Background: an optimization exercise with open tools, aiming at small area, a short achievable clock period and few clock cycles. Do not read the settings as production practice.
At most, simulation tests tie the RTL to the original design; equivalence was not proved.
Only the layout flow was run in runs 1 to 4; the RTL was not checked for function there.
Power is estimated from default activity; no workload was simulated.

==> design.v <==
package smme_pkg;
    localparam int unsigned FIELD_W = 32;
    localparam int unsigned ROW_W   = 5;
    typedef struct packed {
        logic [FIELD_W-1:0] base;
        logic [FIELD_W-1:0] expo;
        logic [FIELD_W-1:0] modulus;
        logic [5:0]         top;
        logic               empty;
    } t_job;
endpackage
module smme_step #(
    parameter int ARCH = 2
) (
    input  logic [31:0] i_r,
    input  logic        i_b,
    input  logic [31:0] i_y,
    input  logic [31:0] i_m,
    input  logic        i_mz,
    output logic [31:0] o_r
);
    logic [34:0] w_s, w_d1, w_d2, w_a, w_yy, w_n1, w_n2, w_p1, w_c1, w_p2, w_c2;
    logic        w_c0, w_co1, w_co2;
    assign w_a  = {2'b00, i_r, i_b};
    assign w_yy = {3'b000, i_y};
    assign w_n1 = ~{2'b00, i_mz, i_m};
    assign w_n2 = ~{1'b0, i_mz, i_m, 1'b0};
    assign w_p1 = w_a ^ w_yy ^ w_n1;
    assign w_p2 = w_a ^ w_yy ^ w_n2;
    assign w_c1 = {(w_a[33:0] & w_yy[33:0]) | (w_a[33:0] & w_n1[33:0]) | (w_yy[33:0] & w_n1[33:0]), 1'b1};
    assign w_c2 = {(w_a[33:0] & w_yy[33:0]) | (w_a[33:0] & w_n2[33:0]) | (w_yy[33:0] & w_n2[33:0]), 1'b1};
    smme_add #(35, ARCH) u_s (.i_a(w_a), .i_b(w_yy), .i_c(1'b0), .o_s(w_s), .o_co(w_c0));
    smme_add #(35, ARCH) u_d1 (.i_a(w_p1), .i_b(w_c1), .i_c(1'b0), .o_s(w_d1), .o_co(w_co1));
    smme_add #(35, ARCH) u_d2 (.i_a(w_p2), .i_b(w_c2), .i_c(1'b0), .o_s(w_d2), .o_co(w_co2));
    assign o_r = !w_d2[34] ? w_d2[31:0] : (!w_d1[34] ? w_d1[31:0] : w_s[31:0]);
endmodule
module smme_add #(
    parameter int W = 32,
    parameter int ARCH = 1
) (
    input  logic [W-1:0] i_a,
    input  logic [W-1:0] i_b,
    input  logic         i_c,
    output logic [W-1:0] o_s,
    output logic         o_co
);
    logic [W-1:0] p, g, G, P;
    always_comb begin
        p = i_a ^ i_b;
        g = i_a & i_b;
        g[0] = g[0] | (p[0] & i_c);
        G = g;
        P = p;
        if (ARCH == 0) begin
            for (int i = 1; i < W; i++) begin
                G[i] = G[i] | (P[i] & G[i-1]);
                P[i] = P[i] & P[i-1];
            end
        end else if (ARCH == 1) begin
            for (int l = 0; (1 << l) < W; l++)
                for (int i = (2 << l) - 1; i < W; i += (2 << l)) begin
                    G[i] = G[i] | (P[i] & G[i - (1 << l)]);
                    P[i] = P[i] & P[i - (1 << l)];
                end
            for (int l = $clog2(W) - 2; l >= 0; l--)
                for (int i = 3 * (1 << l) - 1; i < W; i += (2 << l)) begin
                    G[i] = G[i] | (P[i] & G[i - (1 << l)]);
                    P[i] = P[i] & P[i - (1 << l)];
                end
        end else if (ARCH == 2) begin
            for (int l = 0; (1 << l) < W; l++)
                for (int i = 0; i < W; i++)
                    if ((i >> l) & 1) begin
                        G[i] = G[i] | (P[i] & G[((i >> l) << l) - 1]);
                        P[i] = P[i] & P[((i >> l) << l) - 1];
                    end
        end else begin
            for (int l = 0; (1 << l) < W; l++)
                for (int i = W - 1; i >= (1 << l); i--) begin
                    G[i] = G[i] | (P[i] & G[i - (1 << l)]);
                    P[i] = P[i] & P[i - (1 << l)];
                end
        end
        o_s[0] = p[0] ^ i_c;
        for (int i = 1; i < W; i++) o_s[i] = p[i] ^ G[i-1];
        o_co = G[W-1];
    end
endmodule
module square_multiply_modexp_trace #(
    parameter int unsigned EXP_WIDTH = 32,
    parameter int unsigned MOD_WIDTH = 32
) (
    input  logic         i_clk,
    input  logic         i_rst_n,
    input  logic         s_axis_tvalid,
    output logic         s_axis_tready,
    input  logic [95:0]  s_axis_tdata,
    output logic         m_axis_tvalid,
    input  logic         m_axis_tready,
    output logic [71:0]  m_axis_tdata,
    output logic         m_axis_tuser,
    output logic         m_axis_tlast
);
    logic q_idle, q_red, q_sqr, q_mul;
    logic [31:0] r_m;      
    logic        r_mz;     
    logic [31:0] r_e;      
    logic [31:0] r_b;      
    logic [31:0] r_acc;    
    logic [31:0] r_sq;     
    logic [4:0]  r_cnt;    
    logic        r_first;  
    logic        r_bz0;    
    logic [4:0]  r_pos;    
    logic [4:0]  r_row;
    logic        r_valid, r_bit, r_last, r_user;
    logic        r_sr, r_ar, r_ya, r_ys, r_bi;
    logic [31:0] w_r, w_y, w_res;
    assign w_r = ({32{r_sr}} & r_sq) | ({32{r_ar}} & r_acc);
    assign w_y = ({32{r_ya}} & r_acc) | ({32{r_ys}} & r_sq);
    smme_step u_step (
        .i_r(w_r), .i_b(r_bi), .i_y(w_y), .i_m(r_m), .i_mz(r_mz),
        .o_r(w_res)
    );
    logic [31:0] w_src;
    logic [4:0]  w_lead, w_next;
    logic        w_last, w_xn;
    assign w_src = q_sqr ? r_acc : r_b;            
    always_comb begin
        w_lead = 5'd0;
        for (int k = 1; k < 32; k++)
            if (w_src[k]) w_lead = 5'(k);
    end
    assign w_last = r_first ? (w_src[31:1] == 31'd0 || (q_red && r_bz0))
                            : (r_cnt == 5'd0);
    assign w_next = (r_first ? w_lead : r_cnt) - 5'd1;
    assign w_xn   = w_src[w_next];
    logic w_op, w_hold, w_run, w_end, w_empty, w_tomul, w_emit, w_done, w_gosq, w_skip;
    assign w_op    = q_red | q_sqr | q_mul;
    assign w_hold  = r_valid && !m_axis_tready;    
    assign w_run   = w_op && !w_hold && !(q_red && w_last && !r_e[31] && r_pos != 5'd0);
    assign w_end   = w_run && w_last;
    assign w_empty = q_red && !r_e[31];            
    assign w_tomul = q_sqr && r_e[31];
    assign w_emit  = w_end && !w_tomul;            
    assign w_done  = w_emit && (w_empty || r_pos == 5'd0);   
    assign w_gosq  = w_emit && !w_done;
    assign w_skip  = q_red && !r_e[31] && r_pos != 5'd0;
    always_ff @(posedge i_clk) begin
        if (q_idle) begin
            r_m   <= s_axis_tdata[95:64];
            r_mz  <= (s_axis_tdata[95:64] == 32'd0);
            r_e   <= s_axis_tdata[63:32];
            r_b   <= s_axis_tdata[31:0];
            r_bz0 <= (s_axis_tdata[31:0] == 32'd0) || (s_axis_tdata[63:32] == 32'd0);
            r_first <= 1'b1;
            r_pos <= 5'd31;
            r_sr <= 1'b0;
            r_ar <= 1'b0;
            r_ya <= 1'b0;
            r_ys <= 1'b0;
            r_bi <= (s_axis_tdata[31:0] != 32'd0) && (s_axis_tdata[63:32] != 32'd0);
        end else begin
            if (w_skip || w_gosq) begin
                r_e   <= {r_e[30:0], 1'b0};
                r_pos <= r_pos - 5'd1;
            end
            if (q_sqr && r_first && r_row == 5'd0) r_b <= r_acc;
            if (w_run) begin
                r_first <= w_end;
                r_cnt   <= w_next;
                if (w_end) begin
                    r_sr <= 1'b0;
                    r_ar <= 1'b0;
                    r_ya <= w_gosq;
                    r_ys <= w_tomul;
                    r_bi <= 1'b0;
                end else begin
                    r_sr <= q_sqr;
                    r_ar <= !q_sqr;
                    r_ya <= w_xn && q_sqr;
                    r_ys <= w_xn && q_mul;
                    r_bi <= w_xn && q_red;
                end
            end
        end
        if (w_run) begin
            if (q_sqr) begin
                r_sq <= w_res;
                if (w_end) r_acc <= w_res;
            end else begin
                r_acc <= w_res;
                if (w_end && q_red) r_sq <= {31'd0, !w_empty};
            end
        end
        if (w_emit) begin
            r_bit  <= !w_empty && (q_red || q_mul);
            r_row  <= q_red ? 5'd0 : r_row + 5'd1;
            r_last <= w_done;
            r_user <= w_empty;
        end
        if (!i_rst_n) begin
            q_idle  <= 1'b1;
            q_red   <= 1'b0;
            q_sqr   <= 1'b0;
            q_mul   <= 1'b0;
            r_valid <= 1'b0;
        end else begin
            r_valid <= w_emit || w_hold;
            if (q_idle && s_axis_tvalid) begin
                q_idle <= 1'b0;
                q_red  <= 1'b1;
            end
            if (w_end) begin
                q_red  <= 1'b0;
                q_sqr  <= w_gosq;
                q_mul  <= w_tomul;
                q_idle <= w_done;
            end
        end
    end
    assign s_axis_tready = q_idle;
    assign m_axis_tvalid = r_valid;
    assign m_axis_tdata  = {2'b00, r_row, r_acc, r_sq, r_bit};
    assign m_axis_tuser  = r_user;
    assign m_axis_tlast  = r_last;
endmodule
==> flow/run.sh <==
#!/bin/bash
# Layout flow: the standard layout (standard.sh, ORFS from synthesis to
# finish, unchanged synthesis), except that every input and output port gets
# a sky130_fd_sc_hd__buf_1 as its port buffer instead of the default cell that
# buffer_ports picks. The full output goes to standard.log in the work folder;
# ORFS keeps each step's own log under orfs/logs.
set -euo pipefail
bash standard.sh "BUFFER_PORTS_ARGS=-buffer_cell sky130_fd_sc_hd__buf_1" finish > standard.log 2>&1
==> standard.sh <==
#!/bin/bash
# synth_recipe.tcl (not shown) runs the flow's synth.tcl, then flattens the netlist and writes it again
# the make line also repeats each setting of config.mk as NAME=value (left out here)
make -C /OpenROAD-flow-scripts/flow DESIGN_CONFIG=/design/flow/config.mk WORK_HOME=/design/flow/orfs CLKGATE_MAP_FILE= SYNTH_SCRIPT=/design/flow/synth_recipe.tcl "${@:-finish}"
==> config.mk <==
export PLATFORM = sky130hd
export DESIGN_NAME = square_multiply_modexp_trace
export DESIGN_NICKNAME = square_multiply_modexp_trace
export VERILOG_FILES = /design/flow/design.v
export SDC_FILE = /design/flow/constraint.sdc
export NUM_CORES = 4
export LEC_CHECK = 0
export CAP_MARGIN = 20
export CORE_MARGIN = 2
export CORE_UTILIZATION = 40
export SETUP_SLACK_MARGIN = 5
export SLEW_MARGIN = 20
==> constraint.sdc <==
create_clock -name core_clock -period 11.0 [get_ports {i_clk}]
set_input_delay 2.2000 -clock core_clock [delete_from_list [all_inputs] [get_ports {i_clk}]]
set_output_delay 2.2000 -clock core_clock [all_outputs]
set_load 0.01 [all_outputs]
==> run notes, run 1 <==
outcome - timing/DRC/antenna clean
remaining antenna violation count after routing - 0
required arrival time at the worst endpoint - 11350 ps
register bit total from synthesis - 191
number of filler instances in the final layout - 3925
area of the die - 0.0428 sq mm
yosys synthesis warning count - 2
slowest stage cell on the critical path - o21ai_4
time the final worst path needs with I/O delays and setup - 5790 ps
cell area after synthesis - 0.0165 sq mm
async set-reset flop share out of synthesis - 0
clock latency on the worst-skew pair - 510 ps
number of antenna violations at the first check in global routing - 1
clk root buf - clkbuf_16
total wire length after detailed routing - 52.5 mm
leakage power - 7.44 nW
Final Slew Violations - 0
post-route DRC violation count - 0
synth unique cells - 88
number of standard cells in the layout, taps in and fillers out - 2318
CTS H-tree depth - 4
initial core utilization - 0.404
worst path arrival time - 6130 ps
GRT Residual Overflow - 0
Setup crit end kind - flip-flop
transition time of the tightest slew-check pin - 1150 ps
maximum clock frequency - 173 MHz
global-route wire length before repair - 77.5 mm
detail-routed net length per standard cell - 22.6 um
Initial DRC Count - 982
number of nets at the end of the flow - 2053
startpoint type of the worst setup path - flip-flop
crit path kind - flip-flop to flip-flop
HPWL after DPL - 39.6 mm
final critical-path share of the clock period - 0.526
clock-pin slew reported for the worst setup and hold paths after clock tree synthesis - 80 ps
Tot GR Track Use - 0.247
largest cells by area after synthesis - edfxtp_1 (32%), fa_1 (9.6%), ha_1 (7.7%)
Synth area leader - edfxtp_1
row count - 74
P&R area growth vs syn - 11.2%
sequential-to-total area share from yosys stat - 0.339
fraction of final layout cells sized beyond drive strength 1 - 0.0901
number of iterations in the first detailed-routing pass - 7
number of global-route vias before repair - 13300
number of antenna diodes - 0
Max rail drop VDD - 0.0882 mV
height of the die - 207 um
synthesized instance count - 1624
Setup-failing EPs final - 0
Worst Skew - 12.6 ps
Core Area - 0.0407 sq mm
via count - 13600
setup repair after global routing missed its margin - true
number of sinks on the clock net - 191
post-cts hold buffer count - 0
final weighted congestion of routability-driven global placement - 0.920
Die Span X - 207 um
type of the tightest min-delay check - flip-flop to flip-flop
area share of the largest cell type after synthesis - 0.321
IO Pins - 176
Max Cap Violations - 0
largest fanout on the critical path - 31
largest net degree at the start of global routing - 59
instance count after placement with tap cells included - 2286
worst path cell trace - buf_4, a22o_1, inv_1, fa_1, inv_1, ha_1, nor2b_1, o21a_1, o21ai_0, a21oi_1, nand3b_1, o21ai_0, buf_4, a211oi_1, o21ai_4, nand2_1, o31ai_1
average instance area after synthesis - 10.1 sq um
final hold violation count - 0
vias per std cell - 5.88
DP Worst Slack - 4890 ps
worst slew slack as a fraction of its limit - 0.229
Bufs on Longest Clock Path - 2
power per unit of standard cell area - 121 mW/mm^2
TritonCTS clock tree - done
number of buffers created by CTS - 17
flip-flop cell with the highest count after synthesis - edfxtp_1
sum of negative setup slack - 0 ps
Port Buf Inserts - 173
delay of the slowest cell on the worst path - 940 ps
buffer count from post-CTS setup fixing - 0
count of flip-flops with a built-in enable after synthesis - 176
final worst-path setup slack - 5210 ps
==> final cells by class <==
class / count / area (sq um) / area share
inverters: 211 / 792 / 0.0433
repair buffers: 190 / 777 / 0.0425
flip-flops and latches: 191 / 5590 / 0.306
well taps: 532 / 666 / 0.0364
clock inverters: 15 / 169 / 0.00923
clock buffers: 17 / 425 / 0.0233
multi-input cells: 1162 / 9870 / 0.540
==> layout by cell type, fill, tap and decap left out, drive strengths merged, types with 12 or more instances in the layout <==
cell and instances:
xnor2 36, nor2 69, a22o 64, ha 101
mux2 68, and3 21, edfxtp 176, a211oi 37
nor3 47, fa 79, nor2b 30, nor4 33
nand2 60, mux2i 25, buf 190, o21ai 60
a22oi 12, dfxtp 15, nand2b 12, clkbuf 17
nor3b 13, o21a 18, a21oi 92, or3 17
a21o 28, nand3 20, nand4 15, inv 220
xor2 23, or2 13
==> routing by layer <==
layer,share of wire,GRT usage
met5,0.00025,0
met4,0.027,0.0902
met2,0.47,0.407
met3,0.065,0.0482
met1,0.43,0.324
==> flip-flops by register name, indices dropped and copies added, names as in the netlist, 5 cells and up <==
register	flops
r_b	32
r_pos	5
r_cnt	5
r_sq	32
r_row	5
r_m	32
r_e	32
r_acc	32
==> report_power, final <==
group | internal, mW | switching, mW | total, mW
logic | 0.239 | 0.341 | 0.580
registers | 0.883 | 0.101 | 0.984
clock network | 0.306 | 0.345 | 0.650
total | 1.43 | 0.787 | 2.21
==> cell usage after synthesis (all sizes together) (18+ instances only) <==
| master | instances |
|---|---|
| a211oi | 37 |
| a21o | 28 |
| a21oi | 92 |
| a22o | 64 |
| and3 | 21 |
| clkbuf | 44 |
| edfxtp | 176 |
| fa | 79 |
| ha | 101 |
| inv | 211 |
| mux2 | 68 |
| mux2i | 25 |
| nand2 | 60 |
| nand3 | 20 |
| nor2 | 69 |
| nor2b | 30 |
| nor3 | 47 |
| nor4 | 33 |
| o21a | 18 |
| o21ai | 60 |
| xnor2 | 36 |
| xor2 | 23 |
==> worst paths after layout <==
| check | from | end | slack (ps) | cells after the start |
|---|---|---|---|---|
| setup / recovery | r_ar | r_acc[0] | 5210 | 17 |
| hold / removal | r_pos[1] | r_pos[1] | 520 | 2 |
| setup reg to reg | r_ar | r_acc[0] | 5210 | 17 |
| hold reg to reg | r_pos[1] | r_pos[1] | 520 | 2 |
==> stage by stage <==
| step | util | cell area, sq um | hold WS (ps) | power (mW) |
|---|---|---|---|---|
| final | 0.449 | 18300 | 522 | 2.21 |
| after global routing | 0.449 | 18300 | 547 | 2.32 |
| after global placement | 0.434 | 17700 | 486 | 1.57 |
| after detailed placement | 0.434 | 17700 | 496 | 1.57 |
| after floorplan | - | 16500 | 466 | 1.36 |
| after CTS | 0.449 | 18300 | 520 | 2.23 |
==> cell families after synthesis <==
kind of cell,count (synthesis),share of synthesized area
other,1,0.000228
flip-flops,191,0.339
AND/OR/NAND/NOR,388,0.128
AO/OA/AOI/OAI,429,0.185
buffers and inverters,272,0.0650
multiplexers,104,0.0777
adder cells (fa/ha/maj),180,0.173
XOR/XNOR,59,0.0314
==> timing repair <==
action,in CTS,in global routing
hold endpoints to repair,0,0
resized for setup,2,2
endpoints found under the setup margin,7,41
==> worst max-delay path, delay by kind of cell, from the launching register on <==
family / cells / cell delay (ps)
compound gates: 8 / 2540
fa+ha+maj: 2 / 800
flops: 1 / 610
simple gates: 3 / 960
buf+inv: 4 / 690
==> run 2: changes to the inputs <==
--- a/design.v
+++ b/design.v
@@ -19,19 +19,18 @@
     input  logic        i_mz,
     output logic [31:0] o_r
 );
-    logic [34:0] w_s, w_d1, w_d2, w_a, w_yy, w_n1, w_n2, w_p1, w_c1, w_p2, w_c2;
-    logic        w_c0, w_co1, w_co2;
-    assign w_a  = {2'b00, i_r, i_b};
-    assign w_yy = {3'b000, i_y};
-    assign w_n1 = ~{2'b00, i_mz, i_m};
-    assign w_n2 = ~{1'b0, i_mz, i_m, 1'b0};
-    assign w_p1 = w_a ^ w_yy ^ w_n1;
-    assign w_p2 = w_a ^ w_yy ^ w_n2;
-    assign w_c1 = {(w_a[33:0] & w_yy[33:0]) | (w_a[33:0] & w_n1[33:0]) | (w_yy[33:0] & w_n1[33:0]), 1'b1};
-    assign w_c2 = {(w_a[33:0] & w_yy[33:0]) | (w_a[33:0] & w_n2[33:0]) | (w_yy[33:0] & w_n2[33:0]), 1'b1};
-    smme_add #(35, ARCH) u_s (.i_a(w_a), .i_b(w_yy), .i_c(1'b0), .o_s(w_s), .o_co(w_c0));
-    smme_add #(35, ARCH) u_d1 (.i_a(w_p1), .i_b(w_c1), .i_c(1'b0), .o_s(w_d1), .o_co(w_co1));
-    smme_add #(35, ARCH) u_d2 (.i_a(w_p2), .i_b(w_c2), .i_c(1'b0), .o_s(w_d2), .o_co(w_co2));
+    logic [33:0] w_s;
+    logic [34:0] w_d1, w_d2;
+    logic        w_c0, w_c1, w_c2;
+    smme_add #(34, ARCH) u_s (
+        .i_a({1'b0, i_r, i_b}), .i_b({2'b00, i_y}), .i_c(1'b0),
+        .o_s(w_s), .o_co(w_c0));
+    smme_add #(35, ARCH) u_d1 (
+        .i_a({1'b0, w_s}), .i_b(~{2'b00, i_mz, i_m}), .i_c(1'b1),
+        .o_s(w_d1), .o_co(w_c1));
+    smme_add #(35, ARCH) u_d2 (
+        .i_a({1'b0, w_s}), .i_b(~{1'b0, i_mz, i_m, 1'b0}), .i_c(1'b1),
+        .o_s(w_d2), .o_co(w_c2));
     assign o_r = !w_d2[34] ? w_d2[31:0] : (!w_d1[34] ? w_d1[31:0] : w_s[31:0]);
 endmodule
 module smme_add #(
@@ -62,7 +61,7 @@
                     G[i] = G[i] | (P[i] & G[i - (1 << l)]);
                     P[i] = P[i] & P[i - (1 << l)];
                 end
-            for (int l = $clog2(W) - 2; l >= 0; l--)
+            for (int l = 6; l >= 0; l--)
                 for (int i = 3 * (1 << l) - 1; i < W; i += (2 << l)) begin
                     G[i] = G[i] | (P[i] & G[i - (1 << l)]);
                     P[i] = P[i] & P[i - (1 << l)];
@@ -111,29 +110,32 @@
     logic [4:0]  r_cnt;    
     logic        r_first;  
     logic        r_bz0;    
+    logic        r_mbig;   
     logic [4:0]  r_pos;    
     logic [4:0]  r_row;
     logic        r_valid, r_bit, r_last, r_user;
-    logic        r_sr, r_ar, r_ya, r_ys, r_bi;
+    logic        r_sr, r_ar, r_ya, r_ys, r_yb, r_bi;
     logic [31:0] w_r, w_y, w_res;
     assign w_r = ({32{r_sr}} & r_sq) | ({32{r_ar}} & r_acc);
-    assign w_y = ({32{r_ya}} & r_acc) | ({32{r_ys}} & r_sq);
+    assign w_y = ({32{r_ya}} & r_acc) | ({32{r_ys}} & r_sq) | ({32{r_yb}} & r_b);
     smme_step u_step (
         .i_r(w_r), .i_b(r_bi), .i_y(w_y), .i_m(r_m), .i_mz(r_mz),
         .o_r(w_res)
     );
     logic [31:0] w_src;
     logic [4:0]  w_lead, w_next;
-    logic        w_last, w_xn;
-    assign w_src = q_sqr ? r_acc : r_b;            
+    logic        w_last, w_xn, w_mskip, w_jump;
+    assign w_mskip = q_sqr && !r_first && r_cnt == 5'd0 && r_e[31];
+    assign w_src = (q_sqr && !w_mskip) ? r_acc : r_b;   
     always_comb begin
         w_lead = 5'd0;
         for (int k = 1; k < 32; k++)
             if (w_src[k]) w_lead = 5'(k);
     end
-    assign w_last = r_first ? (w_src[31:1] == 31'd0 || (q_red && r_bz0))
+    assign w_last = r_first ? (w_src[31:1] == 31'd0 || (q_red && (r_bz0 || r_mbig)))
                             : (r_cnt == 5'd0);
-    assign w_next = (r_first ? w_lead : r_cnt) - 5'd1;
+    assign w_jump = w_mskip && w_lead != 5'd0;
+    assign w_next = (r_first || w_mskip ? w_lead : r_cnt) - 5'd1;
     assign w_xn   = w_src[w_next];
     logic w_op, w_hold, w_run, w_end, w_empty, w_tomul, w_emit, w_done, w_gosq, w_skip;
     assign w_op    = q_red | q_sqr | q_mul;
@@ -153,13 +155,17 @@
             r_e   <= s_axis_tdata[63:32];
             r_b   <= s_axis_tdata[31:0];
             r_bz0 <= (s_axis_tdata[31:0] == 32'd0) || (s_axis_tdata[63:32] == 32'd0);
+            r_mbig <= s_axis_tdata[95] || (s_axis_tdata[95:64] == 32'd0);
             r_first <= 1'b1;
             r_pos <= 5'd31;
             r_sr <= 1'b0;
             r_ar <= 1'b0;
             r_ya <= 1'b0;
             r_ys <= 1'b0;
-            r_bi <= (s_axis_tdata[31:0] != 32'd0) && (s_axis_tdata[63:32] != 32'd0);
+            r_yb <= (s_axis_tdata[95] || (s_axis_tdata[95:64] == 32'd0))
+                    && (s_axis_tdata[63:32] != 32'd0);
+            r_bi <= !(s_axis_tdata[95] || (s_axis_tdata[95:64] == 32'd0))
+                    && (s_axis_tdata[31:0] != 32'd0) && (s_axis_tdata[63:32] != 32'd0);
         end else begin
             if (w_skip || w_gosq) begin
                 r_e   <= {r_e[30:0], 1'b0};
@@ -167,9 +173,16 @@
             end
             if (q_sqr && r_first && r_row == 5'd0) r_b <= r_acc;
             if (w_run) begin
-                r_first <= w_end;
+                r_first <= w_end && !w_jump;
                 r_cnt   <= w_next;
-                if (w_end) begin
+                r_yb    <= 1'b0;
+                if (w_jump) begin
+                    r_sr <= 1'b0;
+                    r_ar <= 1'b1;
+                    r_ya <= 1'b0;
+                    r_ys <= w_xn;
+                    r_bi <= 1'b0;
+                end else if (w_end) begin
                     r_sr <= 1'b0;
                     r_ar <= 1'b0;
                     r_ya <= w_gosq;
==> run 2 against run 1 <==
Net effect: cell count down 6.2%; fmax down 4.0%; worst setup slack worse by 240 ps; clock-buffer cell count up 1; routed wire length down 8.8%; sequential cell count up 2; final area down 4.7%; largest cell class unchanged.
==> run notes, run 2 <==
time the final worst path needs with I/O delays and setup - 6030 ps
sum of negative setup slack - 0 ps
area of the die - 0.0384 sq mm
instance count after placement with tap cells included - 2089
type of the tightest min-delay check - flip-flop to flip-flop
maximum clock frequency - 166 MHz
IO Pins - 176
most numerous cell on the critical path - a21o_1
commonest non-fill, non-tap cell in the layout - edfxtp_1
leakage power - 7.13 nW
Synth area leader - edfxtp_1
flip-flop cell with the highest count after synthesis - edfxtp_1
clock latency on the worst-skew pair - 460 ps
Worst Skew - 14.6 ps
Initial DRC Count - 1403
HPWL after DPL - 34.5 mm
Post-synth top cells - edfxtp_1 (178), inv_1 (126), nand2_1 (114), ha_1 (101), nor2_1 (85)
area share of the largest cell type after synthesis - 0.363
post-route cell area - 0.0174 sq mm
final hold violation count - 0
largest fanout on the critical path - 21
number of antenna diodes - 0
Core Area - 0.0364 sq mm
clk root buf - clkbuf_16
crit path kind - flip-flop to flip-flop
utilization after layout - 0.478
via count - 13100
Setup-failing EPs final - 0
number of nets at the end of the flow - 1909
number of buffers created by CTS - 17
Final Slew Violations - 0
vias per std cell - 6.05
slowest stage cell on the critical path - fa_2
synth unique cells - 86
CTS H-tree depth - 4
top library cells by usage in the layout, fill and taps aside - edfxtp_1 (178), buf_1 (173), inv_1 (125)
largest net degree at the start of global routing - 78
required arrival time at the worst endpoint - 11220 ps
average instance area after synthesis - 9.75 sq um
post-route DRC violation count - 0
count of flip-flops with a built-in enable after synthesis - 178
number of standard cells in the layout, taps in and fillers out - 2174
total wire length after detailed routing - 47.9 mm
register bit total from synthesis - 193
final weighted congestion of routability-driven global placement - 0.953
worst path arrival time - 6240 ps
clock-pin slew reported for the worst setup and hold paths after clock tree synthesis - 80 ps
number of iterations in the first detailed-routing pass - 6
synthesized instance count - 1511
Post-DP Area - 0.0158 sq mm
Setup crit end kind - flip-flop
height of the die - 196 um
worst slew slack as a fraction of its limit - 0.326
number of antenna violations at the first check in global routing - 0
initial core utilization - 0.404
GRT Residual Overflow - 0
number of global-route vias before repair - 12300
number of sinks on the clock net - 193
largest cells by area after synthesis - edfxtp_1 (36%), ha_1 (8.6%), mux2_2 (4.7%)
transition time of the tightest slew-check pin - 1010 ps
startpoint type of the worst setup path - flip-flop
sequential-to-total area share from yosys stat - 0.383
final critical-path share of the clock period - 0.548
hold depth - 2
Max Cap Violations - 0
cell area after synthesis - 0.0147 sq mm
worst hold slack after final layout - 493 ps
delay of the slowest cell on the worst path - 540 ps
yosys synthesis warning count - 3
Port Buf Inserts - 173
library cell with the highest instance count after synthesis - edfxtp_1
row count - 70
remaining antenna violation count after routing - 0
fraction of final layout cells sized beyond drive strength 1 - 0.155
P&R area growth vs syn - 18.3%
TritonCTS clock tree - done
global-route wire length before repair - 70.9 mm
Bufs on Longest Clock Path - 2
Tot GR Track Use - 0.240
setup repair after global routing missed its margin - true
reg2reg path depth - 26
async set-reset flop share out of synthesis - 0
post-cts hold buffer count - 0
Max rail drop VDD - 0.109 mV
detail-routed net length per standard cell - 22.0 um
power per unit of standard cell area - 189 mW/mm^2
Die Span X - 196 um
outcome - timing/DRC/antenna clean
-- run 2: cell types whose count changed after synthesis, moves of 25 or more --
cell / before / now
a222oi_1: 0 / 32
a211oi_1: 35 / 10
nand2_1: 60 / 114
fa_1: 79 / 15
a22o_1: 64 / 31
inv_1: 210 / 126
nand3_1: 20 / 47
-- run 2: what timing repair did --
action,in CTS,in global routing
endpoints found under the setup margin,64,64
resized for setup,51,66
gates cloned,3,4
setup buffers,21,25
pin swaps,14,28
-- run 2: metrics by stage --
step / setup slack (ps) / power, mW
6_report: 4970 / 3.29
5_1_grt: 4780 / 3.46
4_1_cts: 4980 / 3.15
3_5_place_dp: 3930 / 2.40
3_3_place_gp: 4100 / 2.38
2_1_floorplan: 5020 / 2.00
-- run 2: worst paths after layout --
| kind | startpoint | endpoint | slack [ps] |
|---|---|---|---|
| max | r_sq[0] | r_sq[31] | 4970 |
| min | r_pos[4] | r_pos[4] | 490 |
| max reg2reg | r_sq[0] | r_sq[31] | 4970 |
| min reg2reg | r_pos[4] | r_pos[4] | 490 |
-- run 2: layer usage --
metal	wire length (um)	GRT usage
met1	20100	0.323
met3	3210	0.0340
met2	22100	0.388
met5	0	0
met4	2450	0.104
-- run 2: final cells by class --
type / count / area [sq um]
fill: 3434 / 19000
multi-input combinational: 1119 / 8870
sequential: 193 / 5660
timing repair buffer: 234 / 1220
tap: 468 / 586
inverter: 128 / 483
clock buffer: 18 / 439
clock inverter: 14 / 170
-- run 2: critical path, delay by kind of cell (launching register included) --
kind | cells | cell delay, ps
AO/OA/AOI/OAI | 16 | 3220
buffers and inverters | 3 | 450
AND/OR/NAND/NOR | 3 | 370
adder cells (fa/ha/maj) | 4 | 1320
flip-flops | 1 | 440
-- run 2: cell families after synthesis --
group                    after synthesis  synth area share
AND/OR/NAND/NOR                      439             0.151
AO/OA/AOI/OAI                        397             0.194
buffers and inverters                204            0.0554
flip-flops                           193             0.383
adder cells (fa/ha/maj)              116             0.106
multiplexers                          91            0.0693
XOR/XNOR                              70            0.0416
other                                  1          0.000254
-- run 2: power by group --
part	switching, mW	internal (mW)	total [mW]
clock network	0.326	0.332	0.658
registers	0.167	0.955	1.12
logic	0.887	0.627	1.51
==> run 3: changes to the inputs <==
--- a/config.mk
+++ b/config.mk
@@ -7,6 +7,6 @@
 export LEC_CHECK = 0
 export CAP_MARGIN = 20
 export CORE_MARGIN = 2
-export CORE_UTILIZATION = 40
+export CORE_UTILIZATION = 45
 export SETUP_SLACK_MARGIN = 5
 export SLEW_MARGIN = 20
==> run 3 against run 2 <==
Net effect: still clean on timing, DRC and antenna; combinational power grew 9%; routed wire length grew 2.3%; sequential power is essentially flat; fmax fell by 1.3%; die area shrank 11%; clock power down 3.6%; utilization up 7.4 points; first-iteration DRC count shrank 5.1%; global-route usage is 3.3 points higher; synthesized area did not move; critical path depth is the same.
==> run notes, run 3 <==
HPWL after DPL - 33.9 mm
register bit total from synthesis - 193
post-route DRC violation count - 0
number of nets at the end of the flow - 1913
Final Slew Violations - 0
initial core utilization - 0.455
largest fanout on the critical path - 8
Synth area leader - edfxtp_1
Post-synth top cells - edfxtp_1 (178), inv_1 (126), nand2_1 (114), ha_1 (101), nor2_1 (85)
startpoint type of the worst setup path - flip-flop
via count - 13300
complex-gate fraction of the synthesized area - 0.194
fraction of final layout cells sized beyond drive strength 1 - 0.170
FF/Latch Area - 0.00566 sq mm
CTS H-tree depth - 4
number of antenna diodes - 0
capture instance of the worst register-to-register path - r_sq[28]
synth unique cells - 86
multiplexer area fraction after synthesis - 0.0693
largest cells by area after synthesis - edfxtp_1 (36%), ha_1 (8.6%), mux2_2 (4.7%)
reg2reg path depth - 26
number of standard cells in the layout, taps in and fillers out - 2152
leakage power - 7.27 nW
maximum clock frequency - 164 MHz
post-route cell area - 0.0179 sq mm
count of flip-flops with a built-in enable after synthesis - 178
GRT Residual Overflow - 0
commonest non-fill, non-tap cell in the layout - edfxtp_1
met1 capacity usage during global routing - 0.368
met3 capacity usage during global routing - 0.0466
transition time of the tightest slew-check pin - 988 ps
Core Area - 0.0324 sq mm
sum of negative setup slack - 0 ps
most crowded layer after global routing - met2
number of sinks on the clock net - 193
reg2reg setup slack - 4890 ps
number of filler instances in the final layout - 2912
instance count after placement with tap cells included - 2065
launch instance of the worst register-to-register path - r_yb
TritonCTS clock tree - done
P&R area growth vs syn - 21.4%
total wire length after detailed routing - 49.0 mm
average instance area after synthesis - 9.75 sq um
clk root buf - clkbuf_16
area share of the largest cell type after synthesis - 0.363
met2 demand-to-capacity share in global routing - 0.437
Setup crit end kind - flip-flop
type of the tightest min-delay check - flip-flop to flip-flop
synthesized instance count - 1511
setup repair after global routing missed its margin - true
IO Pins - 176
largest net degree at the start of global routing - 68
Initial DRC Count - 1331
Tot GR Track Use - 0.273
Setup-failing EPs final - 0
top library cells by usage in the layout, fill and taps aside - edfxtp_1 (178), buf_1 (173), inv_1 (126)
Bufs on Longest Clock Path - 2
number of iterations in the first detailed-routing pass - 11
Multi-input gate area - 0.00914 sq mm
power per unit of standard cell area - 191 mW/mm^2
main combinational cell family by area after synthesis - compound AO/OA/AOI/OAI gates
adder and majority cell fraction of the synthesized area - 0.106
yosys synthesis warning count - 3
vias per std cell - 6.17
worst hold slack after final layout - 492 ps
number of antenna violations at the first check in global routing - 0
cell area after synthesis - 0.0147 sq mm
clock-pin slew reported for the worst setup and hold paths after clock tree synthesis - 80 ps
crit path kind - flip-flop to flip-flop
height of the die - 185 um
Max rail drop VDD - 0.128 mV
Hold Path Sink - r_pos[4]
worst hold path startpoint - r_pos[4]
Die Span X - 185 um
Max Cap Violations - 0
library cell with the highest instance count after synthesis - edfxtp_1
row count - 66
utilization after layout - 0.552
Power, Total - 3.41 mW
async set-reset flop share out of synthesis - 0
outcome - timing/DRC/antenna clean
clock latency on the worst-skew pair - 470 ps
final hold violation count - 0
number of buffers created by CTS - 17
global-route wire length before repair - 70.9 mm
detail-routed net length per standard cell - 22.8 um
worst path arrival time - 6330 ps
hold depth - 2
worst slew slack as a fraction of its limit - 0.341
Port Buf Inserts - 173
parity-gate share of the synthesized area counting xor and xnor cells - 0.0416
Post-DP Area - 0.0158 sq mm
post-synthesis share of cell area spent on and, or, nand and nor gates - 0.151
sequential-to-total area share from yosys stat - 0.383
DP Worst Slack - 3930 ps
final critical-path share of the clock period - 0.555
Worst Skew - 15.5 ps
time the final worst path needs with I/O delays and setup - 6110 ps
flip-flop cell with the highest count after synthesis - edfxtp_1
area of the die - 0.0342 sq mm
origin of the worst setup path - r_yb
final worst-path setup slack - 4890 ps
number of global-route vias before repair - 12300
remaining antenna violation count after routing - 0
final weighted congestion of routability-driven global placement - 0.918
required arrival time at the worst endpoint - 11220 ps
==> run 3: cell count changes in the layout (fill, tap and decap cells not counted), moves of 4 or more <==
cell / before / now
nand3_1: 47 / 42
buf_12: 4 / 10
a31oi_1: 14 / 6
buf_4: 48 / 42
a31oi_4: 1 / 11
nand3_2: 0 / 5
nor2_4: 3 / 7
==> run 3: worst max-delay path: stages (launching register included) <==
cell,delay [ps]
edfxtp_1,520
a222oi_1,290
inv_1,80
ha_2,180
fa_2,330
a21o_1,160
a21o_1,190
a2111oi_4,470
o41ai_4,180
nand2_1,110
nand2_2,60
a21o_1,190
fa_2,640
ha_4,240
o21a_1,170
o21ai_2,130
a21oi_2,90
o221a_2,270
o211ai_1,80
buf_4,160
a31oi_4,90
a41o_4,270
buf_6,140
o221a_4,300
a31oi_1,200
a22oi_1,140
and2_1,180
==> run 3: how the worst max path moves through the flow <==
stage                      endpoint  slack (ps)  cells past startpoint
after CTS                  r_sq[23]        5010                     26
after global placement      r_sq[0]        4040                     21
final                      r_sq[28]        4890                     26
after floorplan           r_acc[11]        5020                     28
after global routing        r_sq[1]        4690                     24
after detailed placement    r_sq[0]        3930                     21
==> run 3: layout make-up <==
type,instances,share of cell area
clock inverter,15,0.00917
sequential,193,0.316
clock buffer,17,0.0238
tap,442,0.0309
inverter,128,0.0270
multi-input combinational,1119,0.511
timing repair buffer,238,0.0815
==> run 3: power by group <==
group | switching [mW] | internal (mW) | total (mW)
combinational | 0.945 | 0.698 | 1.64
sequential | 0.176 | 0.955 | 1.13
clock | 0.329 | 0.305 | 0.634
==> run 3: logic make-up after synthesis <==
kind of cell | Yosys count
adder cells (fa/ha/maj) | 116
AND/OR/NAND/NOR | 439
buffers and inverters | 204
other | 1
AO/OA/AOI/OAI | 397
XOR/XNOR | 70
multiplexers | 91
flip-flops | 193
==> run 3: routing by layer <==
layer,wire [um],vias up
li1,-,6098
met1,20600,6431
met2,22600,610
met3,3270,140
met4,2480,0
met5,0,-
==> run 3: timing repair <==
item / CTS / global route
setup buffers: 21 / 20
hold buffers: 0 / 0
setup endpoints to repair: 64 / 64
gates cloned: 6 / 8
pin swaps: 19 / 18
gates resized for setup: 60 / 104
==> run 4: changes to the inputs <==
--- a/design.v
+++ b/design.v
@@ -115,6 +115,7 @@
     logic [4:0]  r_row;
     logic        r_valid, r_bit, r_last, r_user;
     logic        r_sr, r_ar, r_ya, r_ys, r_yb, r_bi;
+    logic        r_srcb;   
     logic [31:0] w_r, w_y, w_res;
     assign w_r = ({32{r_sr}} & r_sq) | ({32{r_ar}} & r_acc);
     assign w_y = ({32{r_ya}} & r_acc) | ({32{r_ys}} & r_sq) | ({32{r_yb}} & r_b);
@@ -125,8 +126,8 @@
     logic [31:0] w_src;
     logic [4:0]  w_lead, w_next;
     logic        w_last, w_xn, w_mskip, w_jump;
-    assign w_mskip = q_sqr && !r_first && r_cnt == 5'd0 && r_e[31];
-    assign w_src = (q_sqr && !w_mskip) ? r_acc : r_b;   
+    assign w_mskip = q_sqr && r_srcb;
+    assign w_src = r_srcb ? r_b : r_acc;           
     always_comb begin
         w_lead = 5'd0;
         for (int k = 1; k < 32; k++)
@@ -158,6 +159,7 @@
             r_mbig <= s_axis_tdata[95] || (s_axis_tdata[95:64] == 32'd0);
             r_first <= 1'b1;
             r_pos <= 5'd31;
+            r_srcb <= 1'b1;
             r_sr <= 1'b0;
             r_ar <= 1'b0;
             r_ya <= 1'b0;
@@ -176,6 +178,10 @@
                 r_first <= w_end && !w_jump;
                 r_cnt   <= w_next;
                 r_yb    <= 1'b0;
+                if (w_end)
+                    r_srcb <= w_tomul;
+                else
+                    r_srcb <= !q_sqr || (w_next == 5'd0 && r_e[31]);
                 if (w_jump) begin
                     r_sr <= 1'b0;
                     r_ar <= 1'b1;
--- a/config.mk
+++ b/config.mk
@@ -7,6 +7,6 @@
 export LEC_CHECK = 0
 export CAP_MARGIN = 20
 export CORE_MARGIN = 2
-export CORE_UTILIZATION = 45
+export CORE_UTILIZATION = 40
 export SETUP_SLACK_MARGIN = 5
 export SLEW_MARGIN = 20
==> run 4 against run 3 <==
Net effect: still clean on timing, DRC and antenna; hold slack improved by 26 ps; register-to-register slack got worse by 30 ps; clock power rose by 6.3%; worst setup slack got worse by 27 ps; synthesized cell count fell by 3.9%; sequential cell count rose by 1; fmax fell by 0.45%; synthesized area rose by 0.11%; utilization fell by 6.4 points; routed wire length fell by 1.5%; clock skew fell by 3.3 ps; critical endpoint is now r_sq[18]; highest routed layer unchanged.
==> run notes, run 4 <==
maximum clock frequency - 163 MHz
final weighted congestion of routability-driven global placement - 0.929
Max rail drop VDD - 0.109 mV
largest net degree at the start of global routing - 75
height of the die - 196 um
leakage power - 7.19 nW
setup repair after global routing missed its margin - true
initial core utilization - 0.405
Bufs on Longest Clock Path - 2
number of sinks on the clock net - 194
Core Area - 0.0364 sq mm
worst slew slack as a fraction of its limit - 0.342
startpoint type of the worst setup path - flip-flop
number of antenna violations at the first check in global routing - 0
number of nets at the end of the flow - 1877
area of the die - 0.0384 sq mm
Synth area leader - edfxtp_1
synthesized instance count - 1452
TritonCTS clock tree - done
worst hold slack after final layout - 517 ps
number of standard cells in the layout, taps in and fillers out - 2141
async set-reset flop share out of synthesis - 0
Die Span X - 196 um
library cell with the highest instance count after synthesis - edfxtp_1
register bit total from synthesis - 194
final hold violation count - 0
Setup crit end kind - flip-flop
final critical-path share of the clock period - 0.558
number of filler instances in the final layout - 3393
time the final worst path needs with I/O delays and setup - 6140 ps
GRT Residual Overflow - 0
Tot GR Track Use - 0.242
sum of negative setup slack - 0 ps
Post-DP Area - 0.0158 sq mm
FF/Latch Area - 0.00567 sq mm
clock-pin slew reported for the worst setup and hold paths after clock tree synthesis - 80 ps
power per unit of standard cell area - 179 mW/mm^2
HPWL after DPL - 34.7 mm
area share of the largest cell type after synthesis - 0.362
Post-synth top cells - edfxtp_1 (178), inv_1 (119), ha_1 (102), a21oi_1 (84), nor2_1 (83)
post-route cell area - 0.0178 sq mm
largest cells by area after synthesis - edfxtp_1 (36%), ha_1 (8.7%), mux2_2 (4.8%)
CTS H-tree depth - 4
Initial DRC Count - 1414
crit path kind - flip-flop to flip-flop
Multi-input gate area - 0.00902 sq mm
clock latency on the worst-skew pair - 460 ps
total wire length after detailed routing - 48.2 mm
number of global-route vias before repair - 12000
P&R area growth vs syn - 20.7%
number of antenna diodes - 0
flip-flop cell with the highest count after synthesis - edfxtp_1
required arrival time at the worst endpoint - 11220 ps
number of iterations in the first detailed-routing pass - 6
global-route wire length before repair - 70.8 mm
average instance area after synthesis - 10.2 sq um
Worst Skew - 12.2 ps
worst path arrival time - 6360 ps
top library cells by usage in the layout, fill and taps aside - edfxtp_1 (178), buf_1 (173), inv_1 (119)
synth unique cells - 94
cell area after synthesis - 0.0148 sq mm
instance count after placement with tap cells included - 2047
Setup-failing EPs final - 0
fraction of final layout cells sized beyond drive strength 1 - 0.181
utilization after layout - 0.489
number of buffers created by CTS - 17
largest fanout on the critical path - 16
vias per std cell - 5.96
commonest non-fill, non-tap cell in the layout - edfxtp_1
Max Cap Violations - 0
via count - 12800
clk root buf - clkbuf_16
post-cts hold buffer count - 0
reg2reg setup slack - 4860 ps
Final Slew Violations - 0
detail-routed net length per standard cell - 22.5 um
transition time of the tightest slew-check pin - 987 ps
row count - 70
type of the tightest min-delay check - flip-flop to flip-flop
sequential-to-total area share from yosys stat - 0.384
outcome - timing/DRC/antenna clean
Port Buf Inserts - 173
remaining antenna violation count after routing - 0
count of flip-flops with a built-in enable after synthesis - 178
yosys synthesis warning count - 3
post-route DRC violation count - 0
IO Pins - 176
[run 4: per-stage QoR]
| stage | total power, mW | setup WS [ps] |
|---|---|---|
| after floorplan | 1.88 | 5090 |
| after global placement | 2.23 | 4060 |
| after detailed placement | 2.24 | 4010 |
| after CTS | 3.00 | 4990 |
| after global routing | 3.35 | 4670 |
| final | 3.20 | 4860 |
[run 4: logic make-up after synthesis]
kind of cell	synth area share
AO/OA/AOI/OAI	0.202
XOR/XNOR	0.0368
adder cells (fa/ha/maj)	0.107
buffers and inverters	0.0501
flip-flops	0.384
multiplexers	0.0823
other	0.000254
AND/OR/NAND/NOR	0.138
[run 4: worst max-delay path, stage by stage (launching register included)]
cell,delay [ps]
dfxtp_4,360
buf_12,150
a222oi_1,320
inv_1,80
ha_2,180
fa_2,340
a21o_1,160
a21o_1,210
a2111oi_4,460
o21ai_2,180
a211o_1,360
a2111o_1,370
o211ai_1,250
ha_1,360
a21o_1,240
a221o_1,350
a211oi_2,290
a311oi_2,90
o22ai_2,240
o21a_4,300
buf_12,160
buf_16,150
a31oi_4,90
and2_1,180
[run 4: cell type report]
type | count | share of cell area
Clock buffer | 17 | 0.0239
Tap cell | 468 | 0.0329
Multi-Input combinational cell | 1081 | 0.506
Clock inverter | 15 | 0.0105
Timing Repair Buffer | 246 | 0.0825
Inverter | 120 | 0.0253
Sequential cell | 194 | 0.319
[run 4: path summary, 6_finish.rpt]
| kind | from | endpoint | cells after the start |
|---|---|---|---|
| setup reg to reg | r_ys | r_sq[18] | 23 |
| hold / removal | r_pos[4] | r_pos[4] | 2 |
| hold reg to reg | r_pos[4] | r_pos[4] | 2 |
| setup / recovery | r_ys | r_sq[18] | 23 |
[run 4: metal layers]
metal | up-vias | GRT usage | part of all wire
li1 | 5980 | - | -
met1 | 6206 | 0.342 | 0.45
met2 | 518 | 0.383 | 0.47
met3 | 63 | 0.0387 | 0.063
met4 | 0 | 0.0693 | 0.025
met5 | - | 0 | 0
[run 4: report_power, final]
group / total (mW) / switching [mW] / internal (mW) / leakage [nW]
clock network: 0.674 / 0.326 / 0.347 / 0.298
registers: 1.10 / 0.154 / 0.949 / 1.88
logic: 1.42 / 0.817 / 0.602 / 5.01
[run 4: timing repair]
item | CTS | global route
pin swaps | 22 | 47
cloned | 5 | 7
gates resized for setup | 42 | 101
setup buffers | 28 | 22
setup endpoints to repair | 64 | 64
hold endpoints to repair | 0 | 0
==> run 5: changes to the inputs <==
--- a/design.v
+++ b/design.v
@@ -110,15 +110,14 @@
     logic [4:0]  r_cnt;    
     logic        r_first;  
     logic        r_bz0;    
-    logic        r_mbig;   
     logic [4:0]  r_pos;    
     logic [4:0]  r_row;
     logic        r_valid, r_bit, r_last, r_user;
-    logic        r_sr, r_ar, r_ya, r_ys, r_yb, r_bi;
+    logic        r_sr, r_ar, r_ya, r_ys, r_bi;
     logic        r_srcb;   
     logic [31:0] w_r, w_y, w_res;
     assign w_r = ({32{r_sr}} & r_sq) | ({32{r_ar}} & r_acc);
-    assign w_y = ({32{r_ya}} & r_acc) | ({32{r_ys}} & r_sq) | ({32{r_yb}} & r_b);
+    assign w_y = ({32{r_ya}} & r_acc) | ({32{r_ys}} & r_sq);
     smme_step u_step (
         .i_r(w_r), .i_b(r_bi), .i_y(w_y), .i_m(r_m), .i_mz(r_mz),
         .o_r(w_res)
@@ -133,7 +132,7 @@
         for (int k = 1; k < 32; k++)
             if (w_src[k]) w_lead = 5'(k);
     end
-    assign w_last = r_first ? (w_src[31:1] == 31'd0 || (q_red && (r_bz0 || r_mbig)))
+    assign w_last = r_first ? (w_src[31:1] == 31'd0 || (q_red && r_bz0))
                             : (r_cnt == 5'd0);
     assign w_jump = w_mskip && w_lead != 5'd0;
     assign w_next = (r_first || w_mskip ? w_lead : r_cnt) - 5'd1;
@@ -156,7 +155,6 @@
             r_e   <= s_axis_tdata[63:32];
             r_b   <= s_axis_tdata[31:0];
             r_bz0 <= (s_axis_tdata[31:0] == 32'd0) || (s_axis_tdata[63:32] == 32'd0);
-            r_mbig <= s_axis_tdata[95] || (s_axis_tdata[95:64] == 32'd0);
             r_first <= 1'b1;
             r_pos <= 5'd31;
             r_srcb <= 1'b1;
@@ -164,10 +162,7 @@
             r_ar <= 1'b0;
             r_ya <= 1'b0;
             r_ys <= 1'b0;
-            r_yb <= (s_axis_tdata[95] || (s_axis_tdata[95:64] == 32'd0))
-                    && (s_axis_tdata[63:32] != 32'd0);
-            r_bi <= !(s_axis_tdata[95] || (s_axis_tdata[95:64] == 32'd0))
-                    && (s_axis_tdata[31:0] != 32'd0) && (s_axis_tdata[63:32] != 32'd0);
+            r_bi <= (s_axis_tdata[31:0] != 32'd0) && (s_axis_tdata[63:32] != 32'd0);
         end else begin
             if (w_skip || w_gosq) begin
                 r_e   <= {r_e[30:0], 1'b0};
@@ -177,7 +172,6 @@
             if (w_run) begin
                 r_first <= w_end && !w_jump;
                 r_cnt   <= w_next;
-                r_yb    <= 1'b0;
                 if (w_end)
                     r_srcb <= w_tomul;
                 else
@@ -209,7 +203,6 @@
                 if (w_end) r_acc <= w_res;
             end else begin
                 r_acc <= w_res;
-                if (w_end && q_red) r_sq <= {31'd0, !w_empty};
             end
         end
         if (w_emit) begin
@@ -240,7 +233,8 @@
     end
     assign s_axis_tready = q_idle;
     assign m_axis_tvalid = r_valid;
-    assign m_axis_tdata  = {2'b00, r_row, r_acc, r_sq, r_bit};
+    assign m_axis_tdata  = {2'b00, r_row, r_acc,
+                            (r_row == 5'd0) ? {31'd0, !r_user} : r_sq, r_bit};
     assign m_axis_tuser  = r_user;
     assign m_axis_tlast  = r_last;
 endmodule
--- a/config.mk
+++ b/config.mk
@@ -8,5 +8,7 @@
 export CAP_MARGIN = 20
 export CORE_MARGIN = 2
 export CORE_UTILIZATION = 40
+export CTS_BUF_LIST = sky130_fd_sc_hd__clkbuf_8
+export CTS_CLUSTER_SIZE = 10
 export SETUP_SLACK_MARGIN = 5
 export SLEW_MARGIN = 20
==> run 5 against run 4 <==
Net effect: utilization fell by 3.3 points; die area shrank 3.7%; sequential power decreased by 15%; synthesized cell count shrank 6.2%; clock-buffer cell count unchanged; synthesized area down 3.7%; still clean on timing, DRC and antenna; fmax increased by 6.3%; final area decreased by 9.8%; non-clock buffer count down 50; total power shrank 38%; critical path depth rose by 3.
==> run notes, run 5 <==
outcome - timing/DRC/antenna clean
required arrival time at the worst endpoint - 11260 ps
net switching power figure - 680 uW
register bit total from synthesis - 192
met2 wire len - 19.1 mm
flip-flop cell with the highest count after synthesis - edfxtp_1
count of flip-flops with a built-in enable after synthesis - 176
area share of the largest cell type after synthesis - 0.372
average instance area after synthesis - 10.4 sq um
detail-routed net length per standard cell - 20.7 um
total wire length after detailed routing - 41.3 mm
number of filler instances in the final layout - 3377
area of the die - 0.0370 sq mm
Bufs on Longest Clock Path - 2
initial core utilization - 0.403
CTS H-tree depth - 4
worst path arrival time - 6030 ps
largest fanout on the critical path - 33
Port Buf Inserts - 173
via count - 11400
library cell with the highest instance count after synthesis - edfxtp_1
fraction of final layout cells sized beyond drive strength 1 - 0.120
largest net degree at the start of global routing - 71
setup repair after global routing missed its margin - false
IO Pins - 176
leakage power - 6.37 nW
Max Cap Violations - 0
Core Area - 0.0352 sq mm
post-cts hold buffer count - 0
height of the die - 192 um
sequential-to-total area share from yosys stat - 0.395
Die Span X - 192 um
Final Slew Violations - 0
final weighted congestion of routability-driven global placement - 0.953
remaining antenna violation count after routing - 0
Setup-failing EPs final - 0
yosys synthesis warning count - 3
synthesized instance count - 1362
power per unit of standard cell area - 123 mW/mm^2
Comb pwr share - 0.283
Setup crit end kind - flip-flop
clock-pin slew reported for the worst setup and hold paths after clock tree synthesis - 120 ps
sequential fraction of design power - 0.473
Post-synth top cells - edfxtp_1 (176), ha_1 (102), inv_1 (87), nor2_1 (79), a21oi_1 (78)
time the final worst path needs with I/O delays and setup - 5770 ps
startpoint type of the worst setup path - flip-flop
number of nets at the end of the flow - 1738
Multi-input gate area - 0.00824 sq mm
number of buffers created by CTS - 17
FF/Latch Area - 0.00561 sq mm
HPWL after DPL - 30.7 mm
post-route DRC violation count - 0
worst slew slack as a fraction of its limit - 0.439
type of the tightest min-delay check - flip-flop to flip-flop
sum of negative setup slack - 0 ps
number of global-route vias before repair - 10900
transition time of the tightest slew-check pin - 841 ps
wire length on met1 - 18.9 mm
number of iterations in the first detailed-routing pass - 5
clock latency on the worst-skew pair - 520 ps
final critical-path share of the clock period - 0.525
crit path kind - flip-flop to flip-flop
Int Power - 1.30 mW
final hold violation count - 0
largest cells by area after synthesis - edfxtp_1 (37%), ha_1 (9.0%), mux2_2 (5.2%)
vias per std cell - 5.73
met3 wire len - 2.19 mm
Synth area leader - edfxtp_1
number of sinks on the clock net - 192
global-route wire length before repair - 62.5 mm
power share of the clock group - 0.244
top metal layer carrying routed signals - met4
TritonCTS clock tree - done
async set-reset flop share out of synthesis - 0
clk root buf - clkbuf_8
synth unique cells - 82
fraction of power spent switching nets - 0.344
Initial DRC Count - 985
cell area after synthesis - 0.0142 sq mm
Tot GR Track Use - 0.222
number of antenna violations at the first check in global routing - 0
row count - 69
top library cells by usage in the layout, fill and taps aside - edfxtp_1 (176), buf_1 (173), ha_1 (99)
GRT Residual Overflow - 0
Worst Skew - 28.1 ps
commonest non-fill, non-tap cell in the layout - edfxtp_1
number of antenna diodes - 0
P&R area growth vs syn - 13.1%
maximum clock frequency - 173 MHz
Max rail drop VDD - 0.0788 mV
Power, Total - 1.98 mW
## run 5: cell count changes after synthesis, sizes merged, moves of 16 or more
cell	delta
inv	-32
nor2b	+37
and2	-21
a211oi	+18
xnor2	+16
a222oi	-32
a22o	+33
o21ai	-24
## run 5: layout make-up
class                      instances  share of cell area
clock buffer                      17              0.0146
clock inverter                    15             0.00943
sequential                       192               0.349
timing repair buffer             196              0.0570
multi-input combinational       1026               0.513
tap                              461              0.0359
inverter                          88              0.0206
## run 5: cells by family after synthesis
family	Yosys count	share of synthesized area
DFF	192	0.395
xor gates and xnor gates	78	0.0486
and+or+nand+nor	367	0.136
other	1	0.000264
muxes	102	0.0847
adders and majority gates	117	0.111
AOI/OAI and AO/OA	360	0.182
buffers and inverters	145	0.0426
## run 5: metrics by stage
step	util	instance area, sq um	hold slack (ps)	setup WS [ps]	std cells
3_3_place_gp	0.435	15300	480	4350	1954
2_1_floorplan	-	14200	466	5020	1363
3_5_place_dp	0.435	15300	496	4160	1954
6_report	0.456	16100	531	5230	1995
4_1_cts	0.450	15900	530	5000	1991
5_1_grt	0.456	16100	565	5000	1995
## run 5: path summary, 6_finish.rpt
path / slack (ps) / endpoint / start / cells past startpoint
worst max-delay path: 5230 / r_sq[23] / r_ya / 26
worst min-delay path: 530 / r_pos[4] / r_pos[4] / 2
worst max register to register: 5230 / r_sq[23] / r_ya / 26
worst min register to register: 530 / r_pos[4] / r_pos[4] / 2
## run 5: routing by layer
metal  GRT usage  up-vias
li1            -     5481
met1       0.311     5536
met2       0.351      356
met3      0.0298       59
met4      0.0790        0
met5           0        -
## run 5: power by group through the flow
stage | combinational, mW | clock (mW) | sequential [mW]
6_report | 0.558 | 0.482 | 0.935
5_1_grt | 0.611 | 0.518 | 0.941
4_1_cts | 0.543 | 0.494 | 0.934
3_5_place_dp | 0.528 | 0 | 0.950
3_3_place_gp | 0.523 | 0 | 0.949
2_1_floorplan | 0.388 | 0 | 0.927
## run 5: what timing repair did
item                       CTS  global route
setup buffers                3             3
setup endpoints to repair   64            65
gates resized for setup     17            30
cloned                       2             1
pin swaps                    4             7
## run 5: critical path: stages (launching register included)
cell	delay, ps
dfxtp_1	320
buf_6	180
a22o_1	230
ha_1	190
fa_2	360
a211oi_2	240
o21ai_0	150
a221oi_2	360
buf_4	180
a2111oi_0	90
buf_4	170
or3_4	400
a21oi_2	210
xnor2_2	220
ha_1	340
a21o_1	190
a21o_1	210
a21oi_2	180
o21ai_1	100
nand2_1	110
o31ai_4	90
o41ai_4	220
buf_6	200
buf_12	160
nor2_1	70
a211oi_1	220
a21oi_1	80
Testbench counts of run 5, summed over its fixed seeds: cycles 105,102.
==> run 6: changes to the inputs <==
--- a/config.mk
+++ b/config.mk
@@ -8,7 +8,5 @@
 export CAP_MARGIN = 20
 export CORE_MARGIN = 2
 export CORE_UTILIZATION = 40
-export CTS_BUF_LIST = sky130_fd_sc_hd__clkbuf_8
-export CTS_CLUSTER_SIZE = 10
 export SETUP_SLACK_MARGIN = 5
 export SLEW_MARGIN = 20
==> run 6 against run 5 <==
Net effect: sequential share of layout area shrank 0.40 points; critical path depth is the same; fmax about the same; synthesized area unchanged; via count grew 0.31%; non-clock buffer count decreased by 1.
==> run notes, run 6 <==
row count - 69
initial core utilization - 0.403
Power, Total - 2.13 mW
clk root buf - clkbuf_16
yosys synthesis warning count - 3
final critical-path share of the clock period - 0.525
worst hold path startpoint - r_pos[4]
register bit total from synthesis - 192
post-synthesis share of cell area spent on and, or, nand and nor gates - 0.136
final weighted congestion of routability-driven global placement - 0.953
GRT Residual Overflow - 0
reg2reg path depth - 26
time the final worst path needs with I/O delays and setup - 5770 ps
Port Buf Inserts - 173
launch instance of the worst register-to-register path - r_ys
post-route cell area - 0.0162 sq mm
type of the tightest min-delay check - flip-flop to flip-flop
number of buffers created by CTS - 17
category of cells accounting for the largest share of critical-path delay - compound AO/OA/AOI/OAI gates
hold depth - 2
number of iterations in the first detailed-routing pass - 5
number of antenna diodes - 0
Worst Skew - 15.6 ps
multiplexer area fraction after synthesis - 0.0847
Setup-failing EPs final - 0
Bufs on Longest Clock Path - 2
commonest non-fill, non-tap cell in the layout - edfxtp_1
detail-routed net length per standard cell - 20.7 um
largest fanout on the critical path - 33
Hold Path Sink - r_pos[4]
TritonCTS clock tree - done
setup repair after global routing missed its margin - false
worst slew slack as a fraction of its limit - 0.439
Post-DP Area - 0.0153 sq mm
flip-flop cell with the highest count after synthesis - edfxtp_1
Core Area - 0.0352 sq mm
post-cts hold buffer count - 0
capture instance of the worst register-to-register path - r_sq[23]
Max rail drop VDD - 0.116 mV
outcome - timing/DRC/antenna clean
synth unique cells - 82
cell area after synthesis - 0.0142 sq mm
async set-reset flop share out of synthesis - 0
number of nets at the end of the flow - 1737
Tot GR Track Use - 0.222
startpoint type of the worst setup path - flip-flop
transition time of the tightest slew-check pin - 841 ps
height of the die - 192 um
CTS H-tree depth - 4
global-route wire length before repair - 62.4 mm
utilization after layout - 0.461
delay of the slowest cell on the worst path - 390 ps
top library cells by usage in the layout, fill and taps aside - edfxtp_1 (176), buf_1 (173), ha_1 (99)
synthesized instance count - 1362
required arrival time at the worst endpoint - 11200 ps
largest cells by area after synthesis - edfxtp_1 (37%), ha_1 (9.0%), mux2_2 (5.2%)
power per unit of standard cell area - 131 mW/mm^2
Setup crit end kind - flip-flop
buffering stage count on the worst path with inverters included - 5
number of sinks on the clock net - 192
remaining antenna violation count after routing - 0
maximum clock frequency - 173 MHz
vias per std cell - 5.75
Initial DRC Count - 1005
leakage power - 6.46 nW
slowest stage cell on the critical path - or3_4
average instance area after synthesis - 10.4 sq um
area of the die - 0.0370 sq mm
number of global-route vias before repair - 10900
Final Slew Violations - 0
worst path arrival time - 5970 ps
crit path kind - flip-flop to flip-flop
worst hold slack after final layout - 525 ps
library cell with the highest instance count after synthesis - edfxtp_1
count of flip-flops with a built-in enable after synthesis - 176
clock-pin slew reported for the worst setup and hold paths after clock tree synthesis - 80 ps
number of antenna violations at the first check in global routing - 0
adder and majority cell fraction of the synthesized area - 0.111
via count - 11500
parity-gate share of the synthesized area counting xor and xnor cells - 0.0486
clock latency on the worst-skew pair - 460 ps
Synth area leader - edfxtp_1
final hold violation count - 0
fraction of final layout cells sized beyond drive strength 1 - 0.119
Post-synth top cells - edfxtp_1 (176), ha_1 (102), inv_1 (87), nor2_1 (79), a21oi_1 (78)
Max Cap Violations - 0
Die Span X - 192 um
post-route DRC violation count - 0
main combinational cell family by area after synthesis - compound AO/OA/AOI/OAI gates
IO Pins - 176
P&R area growth vs syn - 14.4%
area share of the largest cell type after synthesis - 0.372
sum of negative setup slack - 0 ps
largest net degree at the start of global routing - 71
sequential-to-total area share from yosys stat - 0.395
total wire length after detailed routing - 41.4 mm
complex-gate fraction of the synthesized area - 0.182
HPWL after DPL - 30.7 mm
reg2reg setup slack - 5230 ps
number of filler instances in the final layout - 3353
-- run 6: worst reg2reg max path, cell delays in order, from the launching register on --
cell       delay, ps
dfxtp_1          310
buf_6            190
a22o_1           260
ha_1             190
fa_2             360
a211oi_2         220
o21ai_0          150
a221oi_2         360
buf_4            190
a2111oi_0         90
buf_4            160
or3_4            400
a21oi_2          220
xnor2_2          220
ha_1             340
a21o_1           200
a21o_1           210
a21oi_2          180
o21ai_1          100
nand2_1          110
o31ai_4           90
o41ai_4          220
buf_6            210
buf_16           170
nor2_1            80
a211oi_1         220
a21oi_1           80
-- run 6: kinds of logic after synthesis --
kind of cell               Yosys count
other                                1
AOI/OAI and AO/OA                  360
adders and majority gates          117
buffers and inverters              145
muxes                              102
xor gates and xnor gates            78
DFF                                192
and+or+nand+nor                    367
-- run 6: area by class of cell --
class | count | area [sq um] | share of cell area
clock buffer | 17 | 425 | 0.0262
sequential | 192 | 5610 | 0.345
clock inverter | 15 | 151 | 0.00932
multi-input combinational | 1026 | 8230 | 0.507
inverter | 88 | 330 | 0.0203
tap | 461 | 577 | 0.0355
timing repair buffer | 195 | 920 | 0.0566
-- run 6: power by group --
group	internal [mW]	switching, mW
Clock	0.319	0.315
Combinational	0.236	0.324
Sequential	0.874	0.0609
-- run 6: per-layer routing --
layer	vias to the layer above	track usage	part of all wire
li1	5481	-	-
met1	5526	0.313	0.45
met2	398	0.348	0.46
met3	62	0.0331	0.058
met4	0	0.0796	0.026
met5	-	0	0
-- run 6: how the worst max path moves through the flow --
| stage | startpoint | endpoint | slack, ps | depth (start not counted) |
|---|---|---|---|---|
| floorplan | r_ys | r_acc[28] | 5020 | 25 |
| global placement | r_ys | r_acc[3] | 4350 | 23 |
| detailed placement | r_ys | r_sq[20] | 4160 | 23 |
| CTS | r_ys | r_sq[17] | 5010 | 26 |
| global route | r_ys | r_sq[23] | 4980 | 26 |
| finish | r_ys | r_sq[23] | 5230 | 26 |
-- run 6: timing repair --
item	in CTS	in global routing
setup buffers	3	2
pin swaps	4	6
cloned	2	1
resized for setup	16	33
setup endpoints to repair	64	65
-- run 6: through the flow --
| step | setup WS (ps) | std cells |
|---|---|---|
| CTS | 5010 | 1991 |
| floorplan | 5020 | 1363 |
| detailed placement | 4160 | 1954 |
| finish | 5230 | 1994 |
| global route | 4980 | 1994 |
| global placement | 4350 | 1954 |

## static timing again, ports no longer ideal
Ports are ideal in the flow. The routed layouts listed here were re-timed in OpenROAD. Step 1: set_driving_cell puts a clkbuf_16 on i_clk and a buf_2 on each other input, an assumption about the parent block. Step 2 times the ports against the registers' clock, not the clock port: input delays grow and output delays shrink by t, the midpoint of the rising clock arrivals with the driver on. a / b / c = ideal ports / drivers / drivers and shift; a / b = the first two.
run | shift t [ns] | slack for setup (ns) | slew at the worst register clock pin (ns)
run 1 | 0.561 | 5.212 / 5.212 / 5.212 | 0.08 / 0.08
run 2 | 0.504 | 4.974 / 4.974 / 4.974 | 0.09 / 0.09
run 3 | 0.510 | 4.892 / 4.892 / 4.892 | 0.09 / 0.09
run 4 | 0.507 | 4.864 / 4.864 / 4.864 | 0.08 / 0.08
run 5 | 0.552 | 5.230 / 5.230 / 5.230 | 0.12 / 0.12
run 6 | 0.507 | 5.229 / 5.229 / 5.229 | 0.08 / 0.08
After both steps every run listed still meets setup and hold.
